Background: an optimization exercise with open tools, aiming at small area and a short achievable clock period. Do not read the settings as production practice. Only simulation tests tie the RTL to the original design; equivalence was not proved. Power and IR drop assume default switching activity.

==> build 56 <==
Design etapa_decodificacion, start of the top module:
module etapa_decodificacion #(
   parameter int DATA_W = 32,
   parameter int NREG   = 32,
   parameter int REG_AW = 5
) (
   input  logic              clk,
   input  logic              rst,
   input  logic [31:0]       instruccion,
   input  logic              in_valid,
   output logic              in_ready,
   input  logic              sel,
   input  logic              sel2,
   input  logic              flush,
   input  logic              we,
   input  logic [REG_AW-1:0] wr_addr,
   input  logic [DATA_W-1:0] wr_data,
   output logic [DATA_W-1:0] salida1,
   output logic [DATA_W-1:0] salida2,
   output logic [3:0]        salida3,
   output logic [REG_AW-1:0] dest,
   output logic              out_valid,
   input  logic              out_ready
);
==> module rf_sel, before the edit <==
module rf_sel (
   input  logic        rst,
   input  logic        we,
   input  logic [4:0]  wr_addr,
   input  logic [4:0]  rd_addr1,
   input  logic [4:0]  rd_addr2,
   input  logic        en2,    
   output logic [31:1] ld,
   output logic [31:1] ld_n,
   output logic [31:1] s1,
   output logic [31:1] s2
);
   logic [4:0] wa_n, ra1_n, ra2_n;
   logic       rst_n;
   logic [3:0] wh_n, h1_n, h2_n;
   logic [7:0] wl_n, l1_n, l2_n;
   for (genvar b = 0; b < 5; b++) begin : g_inv
      rf_inv u_w (.a(wr_addr[b]),  .y(wa_n[b]));
      rf_inv u_1 (.a(rd_addr1[b]), .y(ra1_n[b]));
      rf_inv u_2 (.a(rd_addr2[b]), .y(ra2_n[b]));
   end
   rf_inv u_rst (.a(rst), .y(rst_n));
   rf_pre2 u_wh (.en(we),  .f(wr_addr[4:3]),  .f_n(wa_n[4:3]),  .y_n(wh_n));
   rf_pre3 u_wl (          .f(wr_addr[2:0]),  .f_n(wa_n[2:0]),  .y_n(wl_n));
   rf_pre2n u_h1 (        .f(rd_addr1[4:3]), .f_n(ra1_n[4:3]), .y_n(h1_n));
   rf_pre3 u_l1 (          .f(rd_addr1[2:0]), .f_n(ra1_n[2:0]), .y_n(l1_n));
   rf_pre2 u_h2 (.en(en2), .f(rd_addr2[4:3]), .f_n(ra2_n[4:3]), .y_n(h2_n));
   rf_pre3 u_l2 (          .f(rd_addr2[2:0]), .f_n(ra2_n[2:0]), .y_n(l2_n));
   for (genvar i = 1; i < 32; i++) begin : g_r
      logic wen;
      rf_o21ai u_ld (.a1(wh_n[i/8]), .a2(wl_n[i%8]), .b1(rst_n), .y(ld[i]));
      rf_o21a  u_ln (.a1(wh_n[i/8]), .a2(wl_n[i%8]), .b1(rst_n), .y(ld_n[i]));
      rf_nor2  u_we (.a(wh_n[i/8]), .b(wl_n[i%8]), .y(wen));
      rf_nor3  u_s1 (.a(h1_n[i/8]), .b(l1_n[i%8]), .c(wen), .y(s1[i]));
      rf_nor3  u_s2 (.a(h2_n[i/8]), .b(l2_n[i%8]), .c(wen), .y(s2[i]));
   end
endmodule
==> module rf_rdbit1, before the edit <==
module rf_rdbit1 (
   input  logic [31:1] s,
   input  logic [31:1] d,
   input  logic        b,    
   input  logic        wd,   
   input  logic        l,    
   input  logic        h,    
   input  logic        q,    
   output logic        y
);
   logic [1:0] x;
   logic       t;
   rf_rd31  u_rd (.s(s), .d(d), .sx(b), .dx(wd), .x(x));
   rf_nand2 u_t  (.a(x[0]), .b(x[1]), .y(t));
   rf_a22o  u_y  (.a1(t), .a2(l), .b1(q), .b2(h), .y(y));
endmodule
==> module rf_rdbit2, before the edit <==
module rf_rdbit2 (
   input  logic [31:1] s,
   input  logic [31:1] d,
   input  logic        b,    
   input  logic        wd,   
   input  logic        x,    
   input  logic        imm,  
   input  logic        l,    
   input  logic        h,    
   input  logic        q,    
   output logic        y
);
   logic [1:0] xo;
   logic       gi, t;
   rf_rd31   u_rd (.s(s), .d(d), .sx(b), .dx(wd), .x(xo));
   rf_nand2  u_gi (.a(x), .b(imm), .y(gi));
   rf_nand3  u_t  (.a(xo[0]), .b(xo[1]), .c(gi), .y(t));
   rf_a22o   u_y  (.a1(t), .a2(l), .b1(q), .b2(h), .y(y));
endmodule
==> module banco_registros_p, before the edit <==
module banco_registros_p #(
   parameter int DATA_W = 32,
   parameter int NREG   = 32,
   parameter int REG_AW = 5
) (
   input  logic              clk,
   input  logic              rst,
   input  logic              we,
   input  logic [REG_AW-1:0] wr_addr,
   input  logic [DATA_W-1:0] wr_data,
   input  logic [REG_AW-1:0] rd_addr1,
   input  logic [REG_AW-1:0] rd_addr2,
   input  logic              load,      
   input  logic              imm_sel,   
   input  logic [DATA_W-1:0] imm,
   input  logic [DATA_W-1:0] q1,        
   input  logic [DATA_W-1:0] q2,
   output logic [DATA_W-1:0] nxt1,      
   output logic [DATA_W-1:0] nxt2
);
   logic [NREG-1:1][DATA_W-1:0] regs;
   logic [NREG-1:1]             ld, ld_n, s1, s2;
   logic [NREG-1:1][DATA_W-1:0] nx;
   logic                        en2, b1, b2, x2, h, wr_nz;
   logic [DATA_W-1:0]           wdat;
   assign en2 = !imm_sel;
   assign x2  = imm_sel;
   assign h   = !load;
   rf_sel u_sel (
      .rst(rst), .we(we), .wr_addr(wr_addr), .rd_addr1(rd_addr1),
      .rd_addr2(rd_addr2), .en2(en2), .ld(ld), .ld_n(ld_n), .s1(s1), .s2(s2)
   );
   assign wr_nz = we && (wr_addr != '0);
   rf_byp u_b1 (.en(wr_nz),        .a(wr_addr), .b(rd_addr1), .y(b1));
   rf_byp u_b2 (.en(wr_nz && en2), .a(wr_addr), .b(rd_addr2), .y(b2));
   assign wdat = wr_data & {DATA_W{!rst}};
   for (genvar i = 1; i < NREG; i++) begin : g_nx
      for (genvar b = 0; b < DATA_W; b++) begin : g_b
         rf_a22o u_mx (.a1(regs[i][b]), .a2(ld_n[i]), .b1(wdat[b]), .b2(ld[i]), .y(nx[i][b]));
      end
   end
   always_ff @(posedge clk) begin
      regs <= nx;
   end
   for (genvar b = 0; b < DATA_W; b++) begin : g_rd
      logic [NREG-1:1] d;
      for (genvar i = 1; i < NREG; i++) begin : g_d
         assign d[i] = regs[i][b];
      end
      rf_rdbit1 u_rd1 (
         .s(s1), .d(d), .b(b1), .wd(wr_data[b]), .l(load), .h(h), .q(q1[b]), .y(nxt1[b])
      );
      rf_rdbit2 u_rd2 (
         .s(s2), .d(d), .b(b2), .wd(wr_data[b]), .x(x2), .imm(imm[b]),
         .l(load), .h(h), .q(q2[b]), .y(nxt2[b])
      );
   end
endmodule
clock: 5.0 ns
lec_check: 0
abc_clock_period_in_ps: 1000
cap_margin: 20
core_margin: 2
core_utilization: 55
cts_buf_list: sky130_fd_sc_hd__clkbuf_8 sky130_fd_sc_hd__clkbuf_4
setup_slack_margin: 2.6
slew_margin: 20
synth_hierarchical: 1
standard.sh (not shown) runs the stock make flow with config.mk's settings and CLKGATE_MAP_FILE= SYNTH_SCRIPT=/design/flow/synth_recipe.tcl, a recipe that flattens the netlist after the stock synthesis.
==> flow/flow/run.sh <==
#!/bin/bash
# The standard layout (the standard.sh, standard synthesis unchanged), with
# two placement/resizing settings changed:
#  - input and output ports are buffered with buf_2 instead of the buffer
#    buffer_ports picks by itself (a delay cell on this platform);
#  - the resizer may change a cell to one of another footprint, so those port
#    buffers can be resized like any other buffer.
# make's full output goes to flow_make.log in this folder; ORFS keeps each
# tool's own log under orfs/logs/.
set -euo pipefail
bash standard.sh \
  MATCH_CELL_FOOTPRINT=0 \
  "BUFFER_PORTS_ARGS=-buffer_cell sky130_fd_sc_hd__buf_2" \
  finish > flow_make.log 2>&1
==> build 16 (differences from build 56) <==
--- a/flow/design.v
+++ b/flow/design.v
@@ -78,6 +78,18 @@
       rf_nand3 u (.a(en), .b(v[1] ? f[1] : f_n[1]), .c(v[0] ? f[0] : f_n[0]), .y(y_n[v]));
    end
 endmodule
+module rf_pre2e2 (
+   input  logic       en_a,
+   input  logic       en_b,
+   input  logic [1:0] f,
+   input  logic [1:0] f_n,
+   output logic [3:0] y_n
+);
+   for (genvar v = 0; v < 4; v++) begin : g_v
+      rf_nand4 u (.a(en_a), .b(en_b), .c(v[1] ? f[1] : f_n[1]), .d(v[0] ? f[0] : f_n[0]),
+                  .y(y_n[v]));
+   end
+endmodule
 module rf_pre2n (
    input  logic [1:0] f,
    input  logic [1:0] f_n,
@@ -103,6 +115,7 @@
    input  logic [4:0]  wr_addr,
    input  logic [4:0]  rd_addr1,
    input  logic [4:0]  rd_addr2,
+   input  logic        en1,    
    input  logic        en2,    
    output logic [31:1] ld,
    output logic [31:1] ld_n,
@@ -121,9 +134,9 @@
    rf_inv u_rst (.a(rst), .y(rst_n));
    rf_pre2 u_wh (.en(we),  .f(wr_addr[4:3]),  .f_n(wa_n[4:3]),  .y_n(wh_n));
    rf_pre3 u_wl (          .f(wr_addr[2:0]),  .f_n(wa_n[2:0]),  .y_n(wl_n));
-   rf_pre2n u_h1 (        .f(rd_addr1[4:3]), .f_n(ra1_n[4:3]), .y_n(h1_n));
+   rf_pre2  u_h1 (.en(en1), .f(rd_addr1[4:3]), .f_n(ra1_n[4:3]), .y_n(h1_n));
    rf_pre3 u_l1 (          .f(rd_addr1[2:0]), .f_n(ra1_n[2:0]), .y_n(l1_n));
-   rf_pre2 u_h2 (.en(en2), .f(rd_addr2[4:3]), .f_n(ra2_n[4:3]), .y_n(h2_n));
+   rf_pre2e2 u_h2 (.en_a(en1), .en_b(en2), .f(rd_addr2[4:3]), .f_n(ra2_n[4:3]), .y_n(h2_n));
    rf_pre3 u_l2 (          .f(rd_addr2[2:0]), .f_n(ra2_n[2:0]), .y_n(l2_n));
    for (genvar i = 1; i < 32; i++) begin : g_r
       logic wen;
@@ -161,16 +174,15 @@
    input  logic [31:1] d,
    input  logic        b,    
    input  logic        wd,   
-   input  logic        l,    
    input  logic        h,    
    input  logic        q,    
    output logic        y
 );
    logic [1:0] x;
-   logic       t;
+   logic       gh;
    rf_rd31  u_rd (.s(s), .d(d), .sx(b), .dx(wd), .x(x));
-   rf_nand2 u_t  (.a(x[0]), .b(x[1]), .y(t));
-   rf_a22o  u_y  (.a1(t), .a2(l), .b1(q), .b2(h), .y(y));
+   rf_nand2 u_gh (.a(h), .b(q), .y(gh));
+   rf_nand3 u_y  (.a(x[0]), .b(x[1]), .c(gh), .y(y));
 endmodule
 module rf_rdbit2 (
    input  logic [31:1] s,
@@ -179,17 +191,16 @@
    input  logic        wd,   
    input  logic        x,    
    input  logic        imm,  
-   input  logic        l,    
    input  logic        h,    
    input  logic        q,    
    output logic        y
 );
    logic [1:0] xo;
-   logic       gi, t;
+   logic       gi, gh;
    rf_rd31   u_rd (.s(s), .d(d), .sx(b), .dx(wd), .x(xo));
    rf_nand2  u_gi (.a(x), .b(imm), .y(gi));
-   rf_nand3  u_t  (.a(xo[0]), .b(xo[1]), .c(gi), .y(t));
-   rf_a22o   u_y  (.a1(t), .a2(l), .b1(q), .b2(h), .y(y));
+   rf_nand2  u_gh (.a(h), .b(q), .y(gh));
+   rf_nand4  u_y  (.a(xo[0]), .b(xo[1]), .c(gi), .d(gh), .y(y));
 endmodule
 module banco_registros_p #(
    parameter int DATA_W = 32,
@@ -217,15 +228,15 @@
    logic                        en2, b1, b2, x2, h, wr_nz;
    logic [DATA_W-1:0]           wdat;
    assign en2 = !imm_sel;
-   assign x2  = imm_sel;
+   assign x2  = load && imm_sel;
    assign h   = !load;
    rf_sel u_sel (
       .rst(rst), .we(we), .wr_addr(wr_addr), .rd_addr1(rd_addr1),
-      .rd_addr2(rd_addr2), .en2(en2), .ld(ld), .ld_n(ld_n), .s1(s1), .s2(s2)
+      .rd_addr2(rd_addr2), .en1(load), .en2(en2), .ld(ld), .ld_n(ld_n), .s1(s1), .s2(s2)
    );
    assign wr_nz = we && (wr_addr != '0);
-   rf_byp u_b1 (.en(wr_nz),        .a(wr_addr), .b(rd_addr1), .y(b1));
-   rf_byp u_b2 (.en(wr_nz && en2), .a(wr_addr), .b(rd_addr2), .y(b2));
+   rf_byp u_b1 (.en(wr_nz && load),        .a(wr_addr), .b(rd_addr1), .y(b1));
+   rf_byp u_b2 (.en(wr_nz && load && en2), .a(wr_addr), .b(rd_addr2), .y(b2));
    assign wdat = wr_data & {DATA_W{!rst}};
    for (genvar i = 1; i < NREG; i++) begin : g_nx
       for (genvar b = 0; b < DATA_W; b++) begin : g_b
@@ -241,11 +252,11 @@
          assign d[i] = regs[i][b];
       end
       rf_rdbit1 u_rd1 (
-         .s(s1), .d(d), .b(b1), .wd(wr_data[b]), .l(load), .h(h), .q(q1[b]), .y(nxt1[b])
+         .s(s1), .d(d), .b(b1), .wd(wr_data[b]), .h(h), .q(q1[b]), .y(nxt1[b])
       );
       rf_rdbit2 u_rd2 (
          .s(s2), .d(d), .b(b2), .wd(wr_data[b]), .x(x2), .imm(imm[b]),
-         .l(load), .h(h), .q(q2[b]), .y(nxt2[b])
+         .h(h), .q(q2[b]), .y(nxt2[b])
       );
    end
 endmodule
==> build 96 (differences from build 56) <==
--- a/flow/design.v
+++ b/flow/design.v
@@ -78,6 +78,18 @@
       rf_nand3 u (.a(en), .b(v[1] ? f[1] : f_n[1]), .c(v[0] ? f[0] : f_n[0]), .y(y_n[v]));
    end
 endmodule
+module rf_pre2e2 (
+   input  logic       en_a,
+   input  logic       en_b,
+   input  logic [1:0] f,
+   input  logic [1:0] f_n,
+   output logic [3:0] y_n
+);
+   for (genvar v = 0; v < 4; v++) begin : g_v
+      rf_nand4 u (.a(en_a), .b(en_b), .c(v[1] ? f[1] : f_n[1]), .d(v[0] ? f[0] : f_n[0]),
+                  .y(y_n[v]));
+   end
+endmodule
 module rf_pre2n (
    input  logic [1:0] f,
    input  logic [1:0] f_n,
@@ -103,6 +115,7 @@
    input  logic [4:0]  wr_addr,
    input  logic [4:0]  rd_addr1,
    input  logic [4:0]  rd_addr2,
+   input  logic        en1,    
    input  logic        en2,    
    output logic [31:1] ld,
    output logic [31:1] ld_n,
@@ -121,9 +134,9 @@
    rf_inv u_rst (.a(rst), .y(rst_n));
    rf_pre2 u_wh (.en(we),  .f(wr_addr[4:3]),  .f_n(wa_n[4:3]),  .y_n(wh_n));
    rf_pre3 u_wl (          .f(wr_addr[2:0]),  .f_n(wa_n[2:0]),  .y_n(wl_n));
-   rf_pre2n u_h1 (        .f(rd_addr1[4:3]), .f_n(ra1_n[4:3]), .y_n(h1_n));
+   rf_pre2  u_h1 (.en(en1), .f(rd_addr1[4:3]), .f_n(ra1_n[4:3]), .y_n(h1_n));
    rf_pre3 u_l1 (          .f(rd_addr1[2:0]), .f_n(ra1_n[2:0]), .y_n(l1_n));
-   rf_pre2 u_h2 (.en(en2), .f(rd_addr2[4:3]), .f_n(ra2_n[4:3]), .y_n(h2_n));
+   rf_pre2e2 u_h2 (.en_a(en1), .en_b(en2), .f(rd_addr2[4:3]), .f_n(ra2_n[4:3]), .y_n(h2_n));
    rf_pre3 u_l2 (          .f(rd_addr2[2:0]), .f_n(ra2_n[2:0]), .y_n(l2_n));
    for (genvar i = 1; i < 32; i++) begin : g_r
       logic wen;
@@ -161,16 +174,15 @@
    input  logic [31:1] d,
    input  logic        b,    
    input  logic        wd,   
-   input  logic        l,    
    input  logic        h,    
    input  logic        q,    
    output logic        y
 );
    logic [1:0] x;
-   logic       t;
+   logic       gh;
    rf_rd31  u_rd (.s(s), .d(d), .sx(b), .dx(wd), .x(x));
-   rf_nand2 u_t  (.a(x[0]), .b(x[1]), .y(t));
-   rf_a22o  u_y  (.a1(t), .a2(l), .b1(q), .b2(h), .y(y));
+   rf_nand2 u_gh (.a(h), .b(q), .y(gh));
+   rf_nand3 u_y  (.a(x[0]), .b(x[1]), .c(gh), .y(y));
 endmodule
 module rf_rdbit2 (
    input  logic [31:1] s,
@@ -179,17 +191,16 @@
    input  logic        wd,   
    input  logic        x,    
    input  logic        imm,  
-   input  logic        l,    
    input  logic        h,    
    input  logic        q,    
    output logic        y
 );
    logic [1:0] xo;
-   logic       gi, t;
+   logic       gi, gh;
    rf_rd31   u_rd (.s(s), .d(d), .sx(b), .dx(wd), .x(xo));
    rf_nand2  u_gi (.a(x), .b(imm), .y(gi));
-   rf_nand3  u_t  (.a(xo[0]), .b(xo[1]), .c(gi), .y(t));
-   rf_a22o   u_y  (.a1(t), .a2(l), .b1(q), .b2(h), .y(y));
+   rf_nand2  u_gh (.a(h), .b(q), .y(gh));
+   rf_nand4  u_y  (.a(xo[0]), .b(xo[1]), .c(gi), .d(gh), .y(y));
 endmodule
 module banco_registros_p #(
    parameter int DATA_W = 32,
@@ -217,15 +228,15 @@
    logic                        en2, b1, b2, x2, h, wr_nz;
    logic [DATA_W-1:0]           wdat;
    assign en2 = !imm_sel;
-   assign x2  = imm_sel;
+   assign x2  = load && imm_sel;
    assign h   = !load;
    rf_sel u_sel (
       .rst(rst), .we(we), .wr_addr(wr_addr), .rd_addr1(rd_addr1),
-      .rd_addr2(rd_addr2), .en2(en2), .ld(ld), .ld_n(ld_n), .s1(s1), .s2(s2)
+      .rd_addr2(rd_addr2), .en1(load), .en2(en2), .ld(ld), .ld_n(ld_n), .s1(s1), .s2(s2)
    );
    assign wr_nz = we && (wr_addr != '0);
-   rf_byp u_b1 (.en(wr_nz),        .a(wr_addr), .b(rd_addr1), .y(b1));
-   rf_byp u_b2 (.en(wr_nz && en2), .a(wr_addr), .b(rd_addr2), .y(b2));
+   rf_byp u_b1 (.en(wr_nz && load),        .a(wr_addr), .b(rd_addr1), .y(b1));
+   rf_byp u_b2 (.en(wr_nz && load && en2), .a(wr_addr), .b(rd_addr2), .y(b2));
    assign wdat = wr_data & {DATA_W{!rst}};
    for (genvar i = 1; i < NREG; i++) begin : g_nx
       for (genvar b = 0; b < DATA_W; b++) begin : g_b
@@ -241,11 +252,11 @@
          assign d[i] = regs[i][b];
       end
       rf_rdbit1 u_rd1 (
-         .s(s1), .d(d), .b(b1), .wd(wr_data[b]), .l(load), .h(h), .q(q1[b]), .y(nxt1[b])
+         .s(s1), .d(d), .b(b1), .wd(wr_data[b]), .h(h), .q(q1[b]), .y(nxt1[b])
       );
       rf_rdbit2 u_rd2 (
          .s(s2), .d(d), .b(b2), .wd(wr_data[b]), .x(x2), .imm(imm[b]),
-         .l(load), .h(h), .q(q2[b]), .y(nxt2[b])
+         .h(h), .q(q2[b]), .y(nxt2[b])
       );
    end
 endmodule
==> flow/flow/run.sh (replaced) <==
#!/bin/bash
# The standard layout (the standard.sh, standard synthesis unchanged), with
# these placement, resizing and clock-tree settings changed:
#  - input and output ports are buffered with buf_2 instead of the buffer
#    buffer_ports picks by itself (a delay cell on this platform);
#  - the resizer may change a cell to one of another footprint;
#  - clock-tree synthesis clusters up to 14 sinks per leaf buffer and inserts
#    no dummy loads (clock buffers from the same list as config.mk's).
# make's full output goes to flow_make.log in this folder; ORFS keeps each
# tool's own log under orfs/logs/.
set -euo pipefail
bash standard.sh \
  MATCH_CELL_FOOTPRINT=0 \
  "BUFFER_PORTS_ARGS=-buffer_cell sky130_fd_sc_hd__buf_2" \
  "CTS_ARGS=-sink_clustering_enable -repair_clock_nets -dont_use_dummy_load -sink_clustering_size 14 -sink_clustering_max_diameter 50 -buf_list {sky130_fd_sc_hd__clkbuf_8 sky130_fd_sc_hd__clkbuf_4}" \
  finish > flow_make.log 2>&1
Settings changed: SETUP_SLACK_MARGIN 2.6 to 2.8.
==> notes <==
Wire length: build 96 > build 56 > build 16.
Count of clock-buffer cells in the layout, lowest first: build 96, build 16, build 56.
Build 56 completed without violations. Build 16 finished with timing, DRC and antenna clean. Build 96 produced a clean layout.
In build 16 the clock power is smaller than in build 56, by 3.3%.
In sequential cell count, build 56 and build 96 do not differ.
Against build 16, the clock skew of build 56 is higher by 4.8 ps.
Of build 56 and build 16, build 56 has the higher register-to-register slack (gap 150 ps).

[afterwards: timing with drivers on the ports]
The results above use ideal ports. As a check the final layouts listed here were re-extracted and re-timed, cells and wires unchanged. Step 1: set_driving_cell puts a clkbuf_16 on clk and a buf_2 on each other input, an assumption about the parent block. Step 2 times the ports against the registers' clock, not the clock port: input delays grow and output delays shrink by t, the midpoint of the rising clock arrivals with the driver on. Slacks: ideal ports / drivers / drivers and shift; pairs: ideal ports / drivers.
| run | t, ns | slack for setup (ns) | worst data-port slew with drivers (ns) |
|---|---|---|---|
| build 56 | 0.930 | 2.352 / 2.316 / 1.386 | 0.19 |
| build 16 | 0.903 | 2.442 / 2.340 / 1.437 | 0.25 |
| build 96 | 0.821 | 2.473 / 2.301 / 1.481 | 0.28 |
After both steps setup and hold are still met in every run listed. The setup slack of build 16, which loses most, moves by -0.102 ns with the drivers and by -1.005 ns with both steps.
